This design comes from an exercise in tuning for small area on the open sky130 flow, not from production work. At most, simulation tests tie the RTL to the original design; equivalence was not proved. No functional check of the RTL was part of run 2. Power and IR drop assume default switching activity.

## flow/config.mk

```make
export PLATFORM = sky130hd
export DESIGN_NAME = regfile_mp
export DESIGN_NICKNAME = regfile_mp
export VERILOG_FILES = /design/flow/design.v
export SDC_FILE = /design/flow/constraint.sdc
export NUM_CORES = 8
export LEC_CHECK = 0
export CAP_MARGIN = 20
export CORE_MARGIN = 2
export CORE_UTILIZATION = 40
export SLEW_MARGIN = 20
```

## flow/constraint.sdc

```tcl
create_clock -name core_clock -period 6.0 [get_ports {clk}]
set_input_delay 1.2000 -clock core_clock [delete_from_list [all_inputs] [get_ports {clk}]]
set_output_delay 1.2000 -clock core_clock [all_outputs]
set_load 0.01 [all_outputs]
```

## flow/design.v

```verilog
package regfile_pkg;
    localparam int DEF_DATA_W = 32;
    localparam int DEF_ADDR_W = 5;
    localparam int REG_ZERO   = 0;
    localparam int RP_BUS_MAX = 256;
    localparam int FIELD_MAX  = 64;
    function automatic logic [FIELD_MAX-1:0] port_field(
        input logic [RP_BUS_MAX-1:0] bus,
        input int                    k,
        input int                    w
    );
        logic [RP_BUS_MAX-1:0] shifted;
        shifted = bus >> (k * w);
        port_field = shifted[FIELD_MAX-1:0] & ((FIELD_MAX'(1) << w) - FIELD_MAX'(1));
    endfunction
endpackage
import regfile_pkg::*;
module regfile_scoreboard
#(
    parameter int ADDR_W = DEF_ADDR_W
) (
    input  logic                    clk,
    input  logic                    reset_n,
    input  logic                    we,
    input  logic [ADDR_W-1:0]       wa,
    input  logic                    rsv_req,
    input  logic [ADDR_W-1:0]       rsv_addr,
    output logic                    rsv_ok,
    output logic [(1<<ADDR_W)-1:0]  busy,
    output logic [ADDR_W:0]         busy_cnt
);
    localparam int DEPTH = 1 << ADDR_W;
    localparam logic [ADDR_W:0]   CNT_ONE = (ADDR_W+1)'(1);
    localparam logic [ADDR_W-1:0] ZERO_A  = ADDR_W'(REG_ZERO);
    logic [DEPTH-1:0] busy_reg;
    logic [DEPTH-1:0] busy_next;
    logic [ADDR_W:0]  cnt_reg;
    logic [ADDR_W:0]  cnt_next;
    logic             wr_clear;
    assign rsv_ok   = rsv_req && (rsv_addr != ZERO_A) && !busy_reg[rsv_addr];
    assign wr_clear = we && (wa != ZERO_A) && busy_reg[wa];
    genvar gi;
    generate
        for (gi = 0; gi < DEPTH; gi++) begin : g_busy
            assign busy_next[gi] =
                (busy_reg[gi] && !(wr_clear && (wa == ADDR_W'(gi)))) ||
                (rsv_ok && (rsv_addr == ADDR_W'(gi)));
        end
    endgenerate
    always_comb begin
        cnt_next = cnt_reg;
        if (rsv_ok && !wr_clear)
            cnt_next = cnt_reg + CNT_ONE;
        else if (!rsv_ok && wr_clear)
            cnt_next = cnt_reg - CNT_ONE;
    end
    always_ff @(posedge clk) begin
        if (!reset_n) begin
            busy_reg <= '0;
            cnt_reg  <= '0;
        end else begin
            busy_reg <= busy_next;
            cnt_reg  <= cnt_next;
        end
    end
    assign busy     = busy_reg;
    assign busy_cnt = cnt_reg;
endmodule
import regfile_pkg::*;
module regfile_mp
#(
    parameter int DATA_W = DEF_DATA_W,
    parameter int ADDR_W = DEF_ADDR_W,
    parameter int NUM_RD = 2
) (
    input  logic                     clk,
    input  logic                     reset_n,
    input  logic                     we,
    input  logic [ADDR_W-1:0]        wa,
    input  logic [DATA_W-1:0]        wd,
    input  logic [NUM_RD*ADDR_W-1:0] ra,
    output logic [NUM_RD*DATA_W-1:0] rd,
    output logic [NUM_RD-1:0]        rd_busy,
    input  logic                     rsv_req,
    input  logic [ADDR_W-1:0]        rsv_addr,
    output logic                     rsv_ok,
    output logic [ADDR_W:0]          busy_cnt
);
    localparam int DEPTH = 1 << ADDR_W;
    localparam logic [ADDR_W-1:0] ZERO_A = ADDR_W'(REG_ZERO);
    logic [DATA_W-1:0]     mem_reg [DEPTH];
    logic [DEPTH-1:0]      busy_vec;
    logic [RP_BUS_MAX-1:0] ra_ext;
    assign ra_ext = RP_BUS_MAX'(ra);
    regfile_scoreboard #(
        .ADDR_W (ADDR_W)
    ) u_scoreboard (
        .clk      (clk),
        .reset_n  (reset_n),
        .we       (we),
        .wa       (wa),
        .rsv_req  (rsv_req),
        .rsv_addr (rsv_addr),
        .rsv_ok   (rsv_ok),
        .busy     (busy_vec),
        .busy_cnt (busy_cnt)
    );
    always_ff @(posedge clk) begin
        if (!reset_n) begin
            for (int i = 0; i < DEPTH; i++)
                mem_reg[i] <= '0;
        end else if (we && (wa != ZERO_A)) begin
            mem_reg[wa] <= wd;
        end
    end
    genvar gi;
    generate
        for (gi = 0; gi < NUM_RD; gi++) begin : g_rd
            logic [FIELD_MAX-1:0] ra_field;
            logic [ADDR_W-1:0]    ra_k;
            logic [DATA_W-1:0]    stored;
            assign ra_field = FIELD_MAX'(ra_ext[gi*ADDR_W +: ADDR_W]);
            assign ra_k     = ra_field[ADDR_W-1:0];
            assign stored   = (ra_k == ZERO_A) ? '0 : mem_reg[ra_k];
            assign rd[gi*DATA_W +: DATA_W] = stored;
            assign rd_busy[gi] = busy_vec[ra_k];
        end
    endgenerate
endmodule
```

## flow/run.sh

```bash
#!/bin/bash
# synth_recipe.tcl (not shown) runs the flow's synth.tcl, then flattens the netlist and writes it again
# the make line also repeats each setting of config.mk as NAME=value (left out here)
make -C /OpenROAD-flow-scripts/flow DESIGN_CONFIG=/design/flow/config.mk WORK_HOME=/design/flow/orfs CLKGATE_MAP_FILE= SYNTH_SCRIPT=/design/flow/synth_recipe.tcl finish
```

==> results of run 1 <==
## worst register-to-register path: stages, from the launching register on
cell and delay [ps]:
sky130_fd_sc_hd__dfxtp_1 460, sky130_fd_sc_hd__mux4_2 290, sky130_fd_sc_hd__o2111ai_1 130, sky130_fd_sc_hd__a21oi_2 700, sky130_fd_sc_hd__a21oi_1 180, sky130_fd_sc_hd__ha_1 320
sky130_fd_sc_hd__inv_1 220, sky130_fd_sc_hd__ha_1 300, sky130_fd_sc_hd__a21oi_1 200, sky130_fd_sc_hd__a21boi_0 160, sky130_fd_sc_hd__o21ai_0 250, sky130_fd_sc_hd__a21o_1 120
sky130_fd_sc_hd__nand4_1 80
## per-stage QoR
step / std cells / worst slack (ps) / instance area, µm² / hold slack [ps]
2_1_floorplan: 3670 / 1250 / 57400 / 461
3_3_place_gp: 5461 / 767 / 61600 / 536
3_5_place_dp: 5461 / 759 / 61600 / 544
4_1_cts: 5678 / 759 / 65600 / 550
5_1_grt: 5681 / 679 / 65600 / 577
6_report: 5685 / 807 / 65600 / 558
## power by group through the flow
stage / Sequential, µW / Clock (µW) / Combinational, µW
floorplan: 8830 / 0 / 1470
global placement: 8870 / 0 / 2400
detailed placement: 8890 / 0 / 2400
CTS: 8740 / 7740 / 2410
global route: 8790 / 8040 / 2510
finish: 8740 / 7690 / 2410
## logic make-up (layout without fill, tap and decap cells)
group	count (synthesis)	after routing	share of synthesized area
xor+xnor	2	2	0.000306
mux	754	754	0.265
fa+ha+maj	7	7	0.00166
other cells	1	38	0.0000655
flops	1062	1062	0.550
simple gates	1209	1209	0.126
compound gates	208	208	0.0247
buf+inv	396	515	0.0316
## metal layers
| metal | vias to the layer above | GRT usage |
|---|---|---|
| met3 | 366 | 0.0406 |
| li1 | 14200 | - |
| met1 | 18600 | 0.367 |
| met4 | 2 | 0.102 |
| met5 | - | 0 |
| met2 | 1870 | 0.444 |
## final timing paths
check / depth (start not counted) / to / slack [ps] / start
setup / recovery: 7 / rd[26] / 810 / ra[0]
hold / removal: 1 / u_scoreboard.busy_reg[0] / 560 / u_scoreboard.busy_reg[0]
setup reg to reg: 12 / u_scoreboard.cnt_reg[5] / 2470 / u_scoreboard.busy_reg[26]
hold reg to reg: 1 / u_scoreboard.busy_reg[0] / 560 / u_scoreboard.busy_reg[0]
## cell usage after synthesis (2+ instances only)
cell,n
sky130_fd_sc_hd__nor2b_1,10
sky130_fd_sc_hd__nor4b_1,2
sky130_fd_sc_hd__dfxtp_1,38
sky130_fd_sc_hd__buf_4,8
sky130_fd_sc_hd__o21a_1,2
sky130_fd_sc_hd__ha_1,6
sky130_fd_sc_hd__nand4_1,4
sky130_fd_sc_hd__o31ai_1,3
sky130_fd_sc_hd__o311ai_0,2
sky130_fd_sc_hd__inv_1,5
sky130_fd_sc_hd__mux4_2,591
sky130_fd_sc_hd__nand3b_1,2
sky130_fd_sc_hd__edfxtp_1,1024
sky130_fd_sc_hd__mux2i_1,112
sky130_fd_sc_hd__mux4_1,13
sky130_fd_sc_hd__nand2_1,91
sky130_fd_sc_hd__xor2_1,2
sky130_fd_sc_hd__a32o_1,9
sky130_fd_sc_hd__a32oi_1,5
sky130_fd_sc_hd__nand2b_1,21
sky130_fd_sc_hd__buf_12,2
sky130_fd_sc_hd__buf_6,26
sky130_fd_sc_hd__nand3_1,11
sky130_fd_sc_hd__a21o_1,33
sky130_fd_sc_hd__clkbuf_1,275
sky130_fd_sc_hd__o21ai_0,32
sky130_fd_sc_hd__buf_1,27
sky130_fd_sc_hd__nor2_1,47
sky130_fd_sc_hd__o211ai_1,30
sky130_fd_sc_hd__o22ai_1,37
sky130_fd_sc_hd__nor3_1,19
sky130_fd_sc_hd__a211oi_1,13
sky130_fd_sc_hd__a221o_1,4
sky130_fd_sc_hd__and2_1,995
sky130_fd_sc_hd__or3_1,2
sky130_fd_sc_hd__mux2_2,38
sky130_fd_sc_hd__buf_2,51
sky130_fd_sc_hd__a21oi_1,27
## cell usage in the layout, fill, tap and decap left out, types with 37 or more instances in the layout
master	n
sky130_fd_sc_hd__mux2_2	38
sky130_fd_sc_hd__clkbuf_16	118
sky130_fd_sc_hd__clkdlybuf4s50_1	114
sky130_fd_sc_hd__dfxtp_1	38
sky130_fd_sc_hd__buf_12	50
sky130_fd_sc_hd__mux4_2	591
sky130_fd_sc_hd__and2_1	995
sky130_fd_sc_hd__o22ai_1	37
sky130_fd_sc_hd__nand2_1	90
sky130_fd_sc_hd__edfxtp_1	1024
sky130_fd_sc_hd__mux2i_1	112
sky130_fd_sc_hd__buf_4	115
## layout make-up
class	count	area [µm²]
Clock inverter	83	1010
Clock buffer	134	3020
Multi-Input combinational cell	2212	24500
Fill cell	12000	76100
Sequential cell	1062	31500
Tap cell	1890	2360
Antenna cell	6	15.0
Inverter	6	22.5
Timing Repair Buffer	292	3150
==> results_tabular.tex, run 1 <==
\begin{tabular}{lr}
\hline
Metric & Value \\
\hline
\multicolumn{2}{l}{\textbf{Pwr}} \\
\quad Worst-case vdd ir drop & 228 µV \\
\quad Net switching power of the design & 4680 µW \\
\quad Share of total power in the clock network & 0.408 \\
\quad Cell Pwr Density & 287 nW/µm² \\
\quad Static leakage & between 0.02 and 0.025 µW \\
\quad Switching power share of the total & 0.248 \\
\quad Total Power Consumption & around 19000 µW \\
\quad Share of power burned in registers & 0.464 \\
\quad Fraction of power consumed by combinational cells & 0.128 \\
\quad Design internal power & 14200 µW \\
\multicolumn{2}{l}{\textbf{Logic synthesis}} \\
\quad Yosys Warn Count & 2 \\
\quad Most frequently used flop master after synthesis & sky130\_fd\_sc\_hd\_\_edfxtp\_1 \\
\quad Distinct cells, synth & 58 \\
\quad Sequential element share of the synthesized area & 0.550 \\
\quad Cells after synthesis & about 3600 \\
\quad Area of the mapped netlist & between 50000 and 60000 µm² \\
\quad Share of flip-flops with an asynchronous set or reset after synthesis & 0 \\
\quad Number of synthesized register bits & 1062 \\
\quad Mean post-synth cell area & between 15 and 20 µm² \\
\quad Number of enable-type register cells in the synthesized netlist & 1024 \\
\quad Area share of the largest cell type after synthesis & 0.537 \\
\quad Cells taking the most area after synthesis & sky130\_fd\_sc\_hd\_\_edfxtp\_1 (54\%), sky130\_fd\_sc\_hd\_\_mux4\_2 (23\%), sky130\_fd\_sc\_hd\_\_and2\_1 (11\%) \\
\quad Post-synth top area cell & sky130\_fd\_sc\_hd\_\_edfxtp\_1 \\
\multicolumn{2}{l}{\textbf{Status}} \\
\quad Status & timing/DRC/antenna clean \\
\multicolumn{2}{l}{\textbf{Timing}} \\
\quad Count of final max-slew check failures & 0 \\
\quad Slew @ Worst Pin & roughly 1200 ps \\
\quad Final Cycle Share & 0.865 \\
\quad Max Clock Freq & slightly below 0.2 GHz \\
\quad Unrepaired setup endpoints after global routing & no \\
\quad Setup TNS & 0 ps \\
\quad Final hold vios & 0 \\
\quad Max\_slew headroom & 0.230 \\
\quad Setup violators final & 0 \\
\quad Period minus WS final & 5190 ps \\
\quad Largest clock skew in the final design & 8.79 ps \\
\multicolumn{2}{l}{\textbf{Global routing}} \\
\quad Global route overflow & 0 \\
\quad Global-route wire length before repair & roughly 280 mm \\
\quad Largest net degree at the start of global routing & just over 90 \\
\quad Antenna violations before repair & 17 \\
\quad Number of global-route vias before repair & about 36000 \\
\quad Overall routing resource usage & 0.271 \\
\multicolumn{2}{l}{\textbf{Place}} \\
\quad Final HPWL from detailed placement & roughly 120 mm \\
\quad Number of port buffers & 128 \\
\quad Final Wtd Congestion & 0.854 \\
\multicolumn{2}{l}{\textbf{Route}} \\
\quad Highest layer used for signal routing & met5 \\
\quad Routed WL & 197 mm \\
\quad Metal3 WL & 16.1 mm \\
\quad Number of DRC violations after detailed routing & 0 \\
\quad Wire length on met2 & 95.2 mm \\
\quad Per-cell via count in the routed design & 6.17 \\
\quad Antenna violation net count after detailed routing & 0 \\
\quad Number of DRC violations after detailed-routing iteration 0 & $\sim$4500 \\
\quad Average wire per cell in the routed design & 34.7 µm \\
\quad Total routed wire length on the met1 layer & between 70 and 80 mm \\
\quad Vias post-DR & between 30000 and 40000 \\
\quad Number of search-and-repair iterations in the first detailed-routing pass & 5 \\
\multicolumn{2}{l}{\textbf{Setup path}} \\
\quad Setup crit end kind & primary output \\
\quad Kind of cell with the highest combined delay on the critical path & buffers and inverters \\
\quad Cell-by-cell trace of the critical path & buf\_8 -> buf\_12 -> buf\_4 -> mux4\_1 -> mux4\_2 -> a21o\_1 -> clkdlybuf4s50\_1 \\
\quad Type of the worst setup path & input pin to primary output \\
\quad Startpoint type of the worst setup path & input pin \\
\quad CP Data Required Time & between 4000 and 5000 ps \\
\quad Maximum fanout along the worst path & 37 \\
\quad Maximum cell stage delay along the critical path & $\sim$600 ps \\
\quad Standard cell with the maximum stage delay on the critical path & sky130\_fd\_sc\_hd\_\_mux4\_1 \\
\quad Number of buffer and inverter instances along the worst setup path & 4 \\
\quad Data arrival time at the worst-slack endpoint & 3990 ps \\
\multicolumn{2}{l}{\textbf{Layout}} \\
\quad Area growth syn-to-layout & 14.6\% \\
\quad Number of nets at the end of the flow & 3754 \\
\quad Layout cells sized above 1 & 0.279 \\
\quad Max reg flops & just over 1000 \\
\quad Final design utilization & 0.463 \\
\multicolumn{2}{l}{\textbf{Clocking}} \\
\quad H-Tree Depth & 3 \\
\quad Skew-Pair Late Insertion Delay & around 730 ps \\
\quad Total setup buffers inserted after CTS & 0 \\
\quad Count of cells resized by post-cts repair & 0 \\
\quad Clock slew at reported path FFs & $\sim$60 ps \\
\quad Number of buffers added to fix hold violations after cts & 0 \\
\quad CTS tree & yes \\
\quad Max clock buf depth & 3 \\
\quad Clock sink count & 1062 \\
\quad Root buf cell & sky130\_fd\_sc\_hd\_\_clkbuf\_16 \\
\quad Number of clock buffers inserted by TritonCTS & 117 \\
\multicolumn{2}{l}{\textbf{Job}} \\
\quad Count of maximum capacitance violations & 0 \\
\multicolumn{2}{l}{\textbf{Floorplan}} \\
\quad Die area & 146000 µm² \\
\quad Core Rows & approximately 140 \\
\quad Initial standard-cell utilization of the core & 0.404 \\
\quad Horizontal die dimension & 382 µm \\
\quad Area inside the core boundary & 142000 µm² \\
\quad Boundary pin count & 129 \\
\quad Vertical die dimension & $\sim$380 µm \\
\multicolumn{2}{l}{\textbf{Hold path}} \\
\quad Worst min path class & flop to flop \\
\hline
\end{tabular}
==> run 2: changes to the inputs <==
==> flow/design.v (replaced) <==
package regfile_pkg;
    localparam int DEF_DATA_W = 32;
    localparam int DEF_ADDR_W = 5;
    localparam int REG_ZERO   = 0;
endpackage
module rf_o22ai (input logic a1, a2, b1, b2, output logic y);
    assign y = ~((a1 | a2) & (b1 | b2));
endmodule
module rf_a222oi (input logic a1, a2, b1, b2, c1, c2, output logic y);
    assign y = ~((a1 & a2) | (b1 & b2) | (c1 & c2));
endmodule
module rf_inv (input logic a, output logic y);
    assign y = ~a;
endmodule
module rf_nand2 (input logic a, b, output logic y);
    assign y = ~(a & b);
endmodule
module rf_nand3 (input logic a, b, c, output logic y);
    assign y = ~(a & b & c);
endmodule
module rf_nand4 (input logic a, b, c, d, output logic y);
    assign y = ~(a & b & c & d);
endmodule
module rf_or3 (input logic a, b, c, output logic y);
    assign y = a | b | c;
endmodule
module rf_xor2 (input logic a, b, output logic y);
    assign y = a ^ b;
endmodule
module rf_xnor2 (input logic a, b, output logic y);
    assign y = ~(a ^ b);
endmodule
module rf_mux2i (input logic a0, a1, s, output logic y);
    assign y = ~(s ? a1 : a0);
endmodule
module rf_sel31 (input logic [31:1] sel, input logic [31:1] d, output logic y);
    logic [10:0] t;
    logic [2:0]  u;
    genvar g;
    generate
        for (g = 0; g < 10; g++) begin : g_l1
            rf_a222oi u_a (.a1(sel[3*g+1]), .a2(d[3*g+1]),
                           .b1(sel[3*g+2]), .b2(d[3*g+2]),
                           .c1(sel[3*g+3]), .c2(d[3*g+3]), .y(t[g]));
        end
    endgenerate
    rf_nand2 u_n31 (.a(sel[31]), .b(d[31]), .y(t[10]));
    rf_nand4 u_u0 (.a(t[0]), .b(t[1]), .c(t[2]), .d(t[3]), .y(u[0]));
    rf_nand4 u_u1 (.a(t[4]), .b(t[5]), .c(t[6]), .d(t[7]), .y(u[1]));
    rf_nand3 u_u2 (.a(t[8]), .b(t[9]), .c(t[10]), .y(u[2]));
    rf_or3   u_y  (.a(u[0]), .b(u[1]), .c(u[2]), .y(y));
endmodule
module rf_dec31 (input logic [3:0] pa, input logic [7:0] pb, output logic [31:1] sel);
    genvar g;
    generate
        for (g = 1; g < 32; g++) begin : g_s
            logic n;
            rf_nand2 u_n (.a(pa[g % 4]), .b(pb[g / 4]), .y(n));
            rf_inv   u_i (.a(n), .y(sel[g]));
        end
    endgenerate
endmodule
import regfile_pkg::*;
module regfile_scoreboard
#(
    parameter int ADDR_W = DEF_ADDR_W
) (
    input  logic                    clk,
    input  logic                    reset_n,
    input  logic [(1<<ADDR_W)-1:1]  sel,
    input  logic                    rsv_req,
    input  logic [ADDR_W-1:0]       rsv_addr,
    output logic                    rsv_ok,
    output logic [(1<<ADDR_W)-1:1]  busy,
    output logic [ADDR_W:0]         busy_cnt
);
    localparam int DEPTH = 1 << ADDR_W;
    logic [DEPTH-1:1] busy_reg;
    logic [DEPTH-1:1] busy_next;
    logic [DEPTH-1:1] rq;
    logic [3:0]       qa;
    logic [7:0]       qb;
    logic [ADDR_W:0]  cnt_reg;
    logic             rsv_hit, wr_clear;
    for (genvar j = 0; j < 4; j++) begin : g_qa
        assign qa[j] = rsv_req && (rsv_addr[1:0] == 2'(j));
    end
    for (genvar k = 0; k < 8; k++) begin : g_qb
        assign qb[k] = (rsv_addr[4:2] == 3'(k));
    end
    genvar gi;
    generate
        for (gi = 1; gi < DEPTH; gi++) begin : g_busy
            logic ntake;
            assign rq[gi] = qa[gi % 4] && qb[gi / 4];
            assign ntake  = !(reset_n && rq[gi]);
            rf_mux2i u_nx (.a0(ntake), .a1(sel[gi]), .s(busy_reg[gi]), .y(busy_next[gi]));
        end
    endgenerate
    rf_sel31 u_rhit (.sel(rq), .d(busy_reg), .y(rsv_hit));
    rf_sel31 u_wclr (.sel(sel), .d(busy_reg), .y(wr_clear));
    assign rsv_ok = rsv_req && (rsv_addr != '0) && !rsv_hit;
    always_ff @(posedge clk) begin
        busy_reg <= busy_next;
        if (!reset_n)
            cnt_reg <= '0;
        else if (rsv_ok != wr_clear)
            cnt_reg <= rsv_ok ? cnt_reg + 1'b1 : cnt_reg - 1'b1;
    end
    assign busy     = busy_reg;
    assign busy_cnt = cnt_reg;
endmodule
import regfile_pkg::*;
module regfile_mp
#(
    parameter int DATA_W = DEF_DATA_W,
    parameter int ADDR_W = DEF_ADDR_W,
    parameter int NUM_RD = 2
) (
    input  logic                     clk,
    input  logic                     reset_n,
    input  logic                     we,
    input  logic [ADDR_W-1:0]        wa,
    input  logic [DATA_W-1:0]        wd,
    input  logic [NUM_RD*ADDR_W-1:0] ra,
    output logic [NUM_RD*DATA_W-1:0] rd,
    output logic [NUM_RD-1:0]        rd_busy,
    input  logic                     rsv_req,
    input  logic [ADDR_W-1:0]        rsv_addr,
    output logic                     rsv_ok,
    output logic [ADDR_W:0]          busy_cnt
);
    localparam int DEPTH = 1 << ADDR_W;
    logic                phase;
    logic [DATA_W-1:0]   nwp;
    logic [DEPTH-1:1]    sel;
    logic [DEPTH-1:1]    busy_vec;
    logic [DATA_W-1:0]   col [DEPTH-1:1];    
    logic [3:0]          sa, na;
    logic [7:0]          sb, wb;
    always_ff @(posedge clk)
        phase <= reset_n && !phase;
    for (genvar j = 0; j < 4; j++) begin : g_wa
        logic hit;
        assign hit   = we && (wa[1:0] == 2'(j));
        assign sa[j] = hit || !reset_n;
        assign na[j] = hit && reset_n;
    end
    for (genvar k = 0; k < 8; k++) begin : g_wb
        assign wb[k] = (wa[4:2] == 3'(k));
        assign sb[k] = wb[k] || !reset_n;
    end
    rf_dec31 u_wdec (.pa(sa), .pb(sb), .sel(sel));
    regfile_scoreboard #(
        .ADDR_W (ADDR_W)
    ) u_scoreboard (
        .clk      (clk),
        .reset_n  (reset_n),
        .sel      (sel),
        .rsv_req  (rsv_req),
        .rsv_addr (rsv_addr),
        .rsv_ok   (rsv_ok),
        .busy     (busy_vec),
        .busy_cnt (busy_cnt)
    );
    genvar gi, gj, gk;
    generate
        for (gj = 0; gj < DATA_W; gj++) begin : g_col
            logic y;
            rf_xnor2 u_x (.a(wd[gj]), .b(phase), .y(y));
            rf_inv   u_i (.a(y), .y(nwp[gj]));
        end
        for (gi = 1; gi < DEPTH; gi++) begin : g_row
            logic              nsel;
            logic [DATA_W-1:0] q, d;
            rf_nand2 u_ns (.a(na[gi % 4]), .b(wb[gi / 4]), .y(nsel));
            for (gj = 0; gj < DATA_W; gj++) begin : g_bit
                rf_o22ai u_d (.a1(q[gj]), .a2(sel[gi]), .b1(nsel), .b2(nwp[gj]), .y(d[gj]));
            end
            always_ff @(posedge clk)
                q <= d;
            assign col[gi] = q;
        end
        for (gk = 0; gk < NUM_RD; gk++) begin : g_rd
            logic [ADDR_W-1:0] ra_k;
            logic [3:0]        pa;
            logic [7:0]        pb;
            logic [DEPTH-1:1]  rsel;
            logic              flip;
            assign ra_k = ra[gk*ADDR_W +: ADDR_W];
            for (genvar j = 0; j < 4; j++) begin : g_pa
                assign pa[j] = (ra_k[1:0] == 2'(j));
            end
            for (genvar k = 0; k < 8; k++) begin : g_pb
                assign pb[k] = (ra_k[4:2] == 3'(k));
            end
            rf_dec31 u_rdec (.pa(pa), .pb(pb), .sel(rsel));
            assign flip = phase && (ra_k != '0);
            for (gj = 0; gj < DATA_W; gj++) begin : g_bit
                logic [DEPTH-1:1] dcol;
                logic             m;
                for (gi = 1; gi < DEPTH; gi++) begin : g_tap
                    assign dcol[gi] = col[gi][gj];
                end
                rf_sel31 u_sel (.sel(rsel), .d(dcol), .y(m));
                rf_xor2  u_out (.a(m), .b(flip), .y(rd[gk*DATA_W + gj]));
            end
            rf_sel31 u_bsel (.sel(rsel), .d(busy_vec), .y(rd_busy[gk]));
        end
    endgenerate
endmodule
--- a/flow/config.mk
+++ b/flow/config.mk
@@ -8,4 +8,7 @@
 export CAP_MARGIN = 20
 export CORE_MARGIN = 2
 export CORE_UTILIZATION = 40
+export CTS_BUF_LIST = sky130_fd_sc_hd__clkbuf_4 sky130_fd_sc_hd__clkbuf_8
+export CTS_CLUSTER_SIZE = 20
 export SLEW_MARGIN = 20
+export SYNTH_HIERARCHICAL = 1
==> run 2 against run 1 <==
Effect of this change:
- the layout now fails its checks (negative setup slack)
- global-route usage up 12 points
- maximum frequency down 14%
- total power down 4.5%
==> results_tabular.tex, run 2 <==
\begin{tabular}{lr}
\hline
Metric & Value \\
\hline
\multicolumn{2}{l}{\textbf{Status}} \\
\quad Status & finished with violations \\
\quad Checks that blocked a clean result & negative setup slack \\
\multicolumn{2}{l}{\textbf{Pwr}} \\
\quad Switching power share of the total & 0.303 \\
\quad Static leakage & 0.0179 µW \\
\quad Worst-case vdd ir drop & 258 µV \\
\quad Share of total power in the clock network & 0.357 \\
\quad Design internal power & 12500 µW \\
\quad Cell Pwr Density & 378 nW/µm² \\
\quad Net switching power of the design & 5460 µW \\
\quad Fraction of power consumed by combinational cells & 0.163 \\
\quad Share of power burned in registers & 0.480 \\
\multicolumn{2}{l}{\textbf{Timing}} \\
\quad Setup TNS & -40.4 ps \\
\quad Max Clock Freq & 0.166 GHz \\
\quad Final worst hold slack & between 400 and 500 ps \\
\quad Unrepaired setup endpoints after global routing & no \\
\quad Largest clock skew in the final design & 30.6 ps \\
\quad Period minus WS final & 6040 ps \\
\quad Min setup slack post-route & -40.4 ps \\
\quad Max\_slew headroom & 0.147 \\
\quad Count of final max-slew check failures & 0 \\
\quad Slew @ Worst Pin & 1270 ps \\
\quad Setup violators final & 1 \\
\quad Final Cycle Share & 1.01 \\
\quad Final hold vios & 0 \\
\multicolumn{2}{l}{\textbf{Layout}} \\
\quad Final cell count without fillers & 5546 \\
\quad Commonest cells after routing, fill and taps aside & sky130\_fd\_sc\_hd\_\_dfxtp\_1 (1029), sky130\_fd\_sc\_hd\_\_o22ai\_1 (992), sky130\_fd\_sc\_hd\_\_a222oi\_1 (680) \\
\quad Number of nets at the end of the flow & around 4200 \\
\quad Count of filler cells inserted in the layout & roughly 9100 \\
\quad Layout cells sized above 1 & 0.128 \\
\quad Most common cell after layout, fill and taps aside & sky130\_fd\_sc\_hd\_\_dfxtp\_1 \\
\quad Final design utilization & 0.494 \\
\quad Max reg flops & 992 \\
\quad Area growth syn-to-layout & 22.9\% \\
\multicolumn{2}{l}{\textbf{Logic synthesis}} \\
\quad Mean post-synth cell area & 10.7 µm² \\
\quad Yosys Warn Count & 9 \\
\quad Post-synth top area cell & sky130\_fd\_sc\_hd\_\_dfxtp\_1 \\
\quad Share of flip-flops with an asynchronous set or reset after synthesis & 0 \\
\quad Most frequently used flop master after synthesis & sky130\_fd\_sc\_hd\_\_dfxtp\_1 \\
\quad Number of enable-type register cells in the synthesized netlist & 0 \\
\quad Sequential element share of the synthesized area & 0.532 \\
\quad Library cell with the highest instance count after synthesis & sky130\_fd\_sc\_hd\_\_dfxtp\_1 \\
\quad Most instantiated cells after synthesis & sky130\_fd\_sc\_hd\_\_dfxtp\_1 (1030), sky130\_fd\_sc\_hd\_\_o22ai\_1 (992), sky130\_fd\_sc\_hd\_\_a222oi\_1 (680) \\
\quad Cells taking the most area after synthesis & sky130\_fd\_sc\_hd\_\_dfxtp\_1 (53\%), sky130\_fd\_sc\_hd\_\_a222oi\_1 (18\%), sky130\_fd\_sc\_hd\_\_o22ai\_1 (16\%) \\
\quad Distinct cells, synth & 42 \\
\quad Area of the mapped netlist & 38800 µm² \\
\quad Area share of the largest cell type after synthesis & 0.532 \\
\quad Number of synthesized register bits & 1030 \\
\quad Cells after synthesis & 3621 \\
\multicolumn{2}{l}{\textbf{Route}} \\
\quad Number of DRC violations after detailed-routing iteration 0 & 10000 \\
\quad Average wire per cell in the routed design & 36.2 µm \\
\quad Number of DRC violations after detailed routing & 0 \\
\quad Routed WL & between 200 and 250 mm \\
\quad Per-cell via count in the routed design & 7.73 \\
\quad Vias post-DR & 42900 \\
\quad Number of search-and-repair iterations in the first detailed-routing pass & 14 \\
\quad Antenna violation net count after detailed routing & 0 \\
\multicolumn{2}{l}{\textbf{Setup path}} \\
\quad Count of cells along the worst register-to-register path & 12 \\
\quad Setup crit end kind & primary output \\
\quad CP Data Required Time & 4800 ps \\
\quad Maximum fanout along the worst path & 33 \\
\quad Startpoint type of the worst setup path & input pin \\
\quad Type of the worst setup path & input pin to primary output \\
\quad Data arrival time at the worst-slack endpoint & 4840 ps \\
\multicolumn{2}{l}{\textbf{Clocking}} \\
\quad Root buf cell & sky130\_fd\_sc\_hd\_\_clkbuf\_8 \\
\quad Total setup buffers inserted after CTS & 0 \\
\quad Skew-Pair Late Insertion Delay & 880 ps \\
\quad Number of clock buffers inserted by TritonCTS & approximately 170 \\
\quad CTS tree & yes \\
\quad H-Tree Depth & 4 \\
\quad Clock slew at reported path FFs & about 50 ps \\
\quad Max clock buf depth & 3 \\
\quad Clock sink count & 1030 \\
\multicolumn{2}{l}{\textbf{Hold path}} \\
\quad Cell depth of the worst hold path & 1 \\
\quad Worst min path class & flop to flop \\
\multicolumn{2}{l}{\textbf{Job}} \\
\quad Count of maximum capacitance violations & 0 \\
\multicolumn{2}{l}{\textbf{Global routing}} \\
\quad Largest net degree at the start of global routing & 34 \\
\quad Overall routing resource usage & 0.386 \\
\quad Number of global-route vias before repair & 40300 \\
\quad Global route overflow & 0 \\
\quad Global-route wire length before repair & 281 mm \\
\quad Antenna violations before repair & 13 \\
\multicolumn{2}{l}{\textbf{Place}} \\
\quad Dpl cells & 5237 \\
\quad Final HPWL from detailed placement & approximately 110 mm \\
\quad Number of port buffers & approximately 130 \\
\quad Final Wtd Congestion & 0.947 \\
\multicolumn{2}{l}{\textbf{Floorplan}} \\
\quad Area inside the core boundary & 96400 µm² \\
\quad Core Rows & roughly 110 \\
\quad Initial standard-cell utilization of the core & 0.402 \\
\quad Die area & between 90000 and 100000 µm² \\
\quad Boundary pin count & 129 \\
\quad Vertical die dimension & 315 µm \\
\quad Horizontal die dimension & roughly 320 µm \\
\hline
\end{tabular}
==> run 2: final cells by class <==
cell class	instances	area, µm²	area share
sequential	1030	20600	0.433
multi-input combinational	2454	17700	0.371
timing repair buffer	349	3730	0.0783
clock buffer	254	3150	0.0662
tap	1276	1600	0.0335
inverter	130	488	0.0102
clock inverter	46	345	0.00725
antenna	7	17.5	0.000368
==> run 2: critical path: stages <==
cell and delay [ps]:
sky130_fd_sc_hd__clkdlybuf4s50_1 540, sky130_fd_sc_hd__and2_2 330, sky130_fd_sc_hd__nand2_1 90, sky130_fd_sc_hd__inv_1 60
sky130_fd_sc_hd__buf_12 180, sky130_fd_sc_hd__a222oi_1 370, sky130_fd_sc_hd__nand4_1 710, sky130_fd_sc_hd__or3_4 630
sky130_fd_sc_hd__xor2_1 140, sky130_fd_sc_hd__clkdlybuf4s50_1 550
==> run 2: final timing paths <==
path / slack, ps / from / to
worst max register to register: 2460 / u_scoreboard.busy_reg[1] / u_scoreboard.cnt_reg[5]
worst min-delay path: 470 / g_row[31].q[30] / g_row[31].q[30]
worst max-delay path: -40 / ra[5] / rd[43]
worst min register to register: 470 / g_row[31].q[30] / g_row[31].q[30]
==> run 2: metal layers <==
metal  GRT usage  share of wire
met1       0.479           0.35
met2       0.540           0.40
met3       0.146           0.16
met4       0.293          0.088
met5           0        0.00084
==> run 2: kinds of logic after synthesis <==
family,share of synthesized area
DFF,0.532
AOI/OAI and AO/OA,0.340
xor gates and xnor gates,0.0226
adders and majority gates,0.00181
buffers and inverters,0.0134
and+or+nand+nor,0.0811
muxes,0.00955
==> run 2: per-module statistics from Yosys, one instance, submodules excluded, excerpt <==
module | cell area (µm²) | copies in the design | cells
rf_nand4 | 6.26 | 136 | 1
rf_o22ai | 6.26 | 992 | 1
rf_nand2 | 3.75 | 192 | 1
rf_a222oi | 10.0 | 680 | 1
rf_xnor2 | 8.76 | 32 | 1
regfile_mp | 20300 | 1 | 1057
rf_nand3 | 5.00 | 68 | 1
rf_inv | 3.75 | 125 | 1
rf_or3 | 6.26 | 68 | 1
rf_mux2i | 10.0 | 31 | 1
rf_xor2 | 8.76 | 64 | 1
==> run 2: metrics by stage <==
step                      total power, µW  cell area [µm²]  setup slack [ps]
after CTS                           17800            47500               192
after floorplan                     10100            38800               976
after global placement              11500            44000               144
after global routing                18500            47600              6.25
final                               18000            47600             -40.4
after detailed placement            11500            44000               206
==> run 2: power by group through the flow <==
stage | Combinational [µW] | Sequential, µW | Clock, µW
final | 2930 | 8640 | 6420
after floorplan | 1510 | 8560 | 0
after global placement | 2740 | 8710 | 0
after global routing | 3020 | 8750 | 6720
after detailed placement | 2800 | 8730 | 0
after CTS | 2810 | 8600 | 6420
==> run 2: what timing repair did <==
| action | CTS | global route |
|---|---|---|
| resized for setup | 0 | 4 |
| endpoints found under the setup margin | 0 | 1 |
| hold endpoints to repair | 0 | 0 |
| hold buffers | 0 | 0 |

-- port drivers added, routing unchanged --
The flow's constraints put no driver on any port. The routed layouts listed below were extracted and timed again, unchanged, in two steps. Step 1 (the two cells are an assumption about what drives the block):
set clk [get_ports {clk}]
set_driving_cell -lib_cell sky130_fd_sc_hd__clkbuf_16 $clk
set_driving_cell -lib_cell sky130_fd_sc_hd__buf_2 [delete_from_list [all_inputs] $clk]
Step 2 times the ports against the registers' clock, not the clock port: input delays grow and output delays shrink by t, the midpoint of the rising clock arrivals with the driver on. Slacks: ideal ports / drivers / drivers and shift; pairs: ideal ports / drivers.
| run | t, ns | slack for setup (ns) | pins driven straight from the clock port |
|---|---|---|---|
| run 1 | 0.818 | 0.807 / 0.758 / 0.628 | 1 |
| run 2 | 0.923 | -0.040 / -0.127 / -0.127 | 1 |
The setup slack of run 1, which loses most, moves by -0.049 ns with the drivers and by -0.179 ns with both steps.
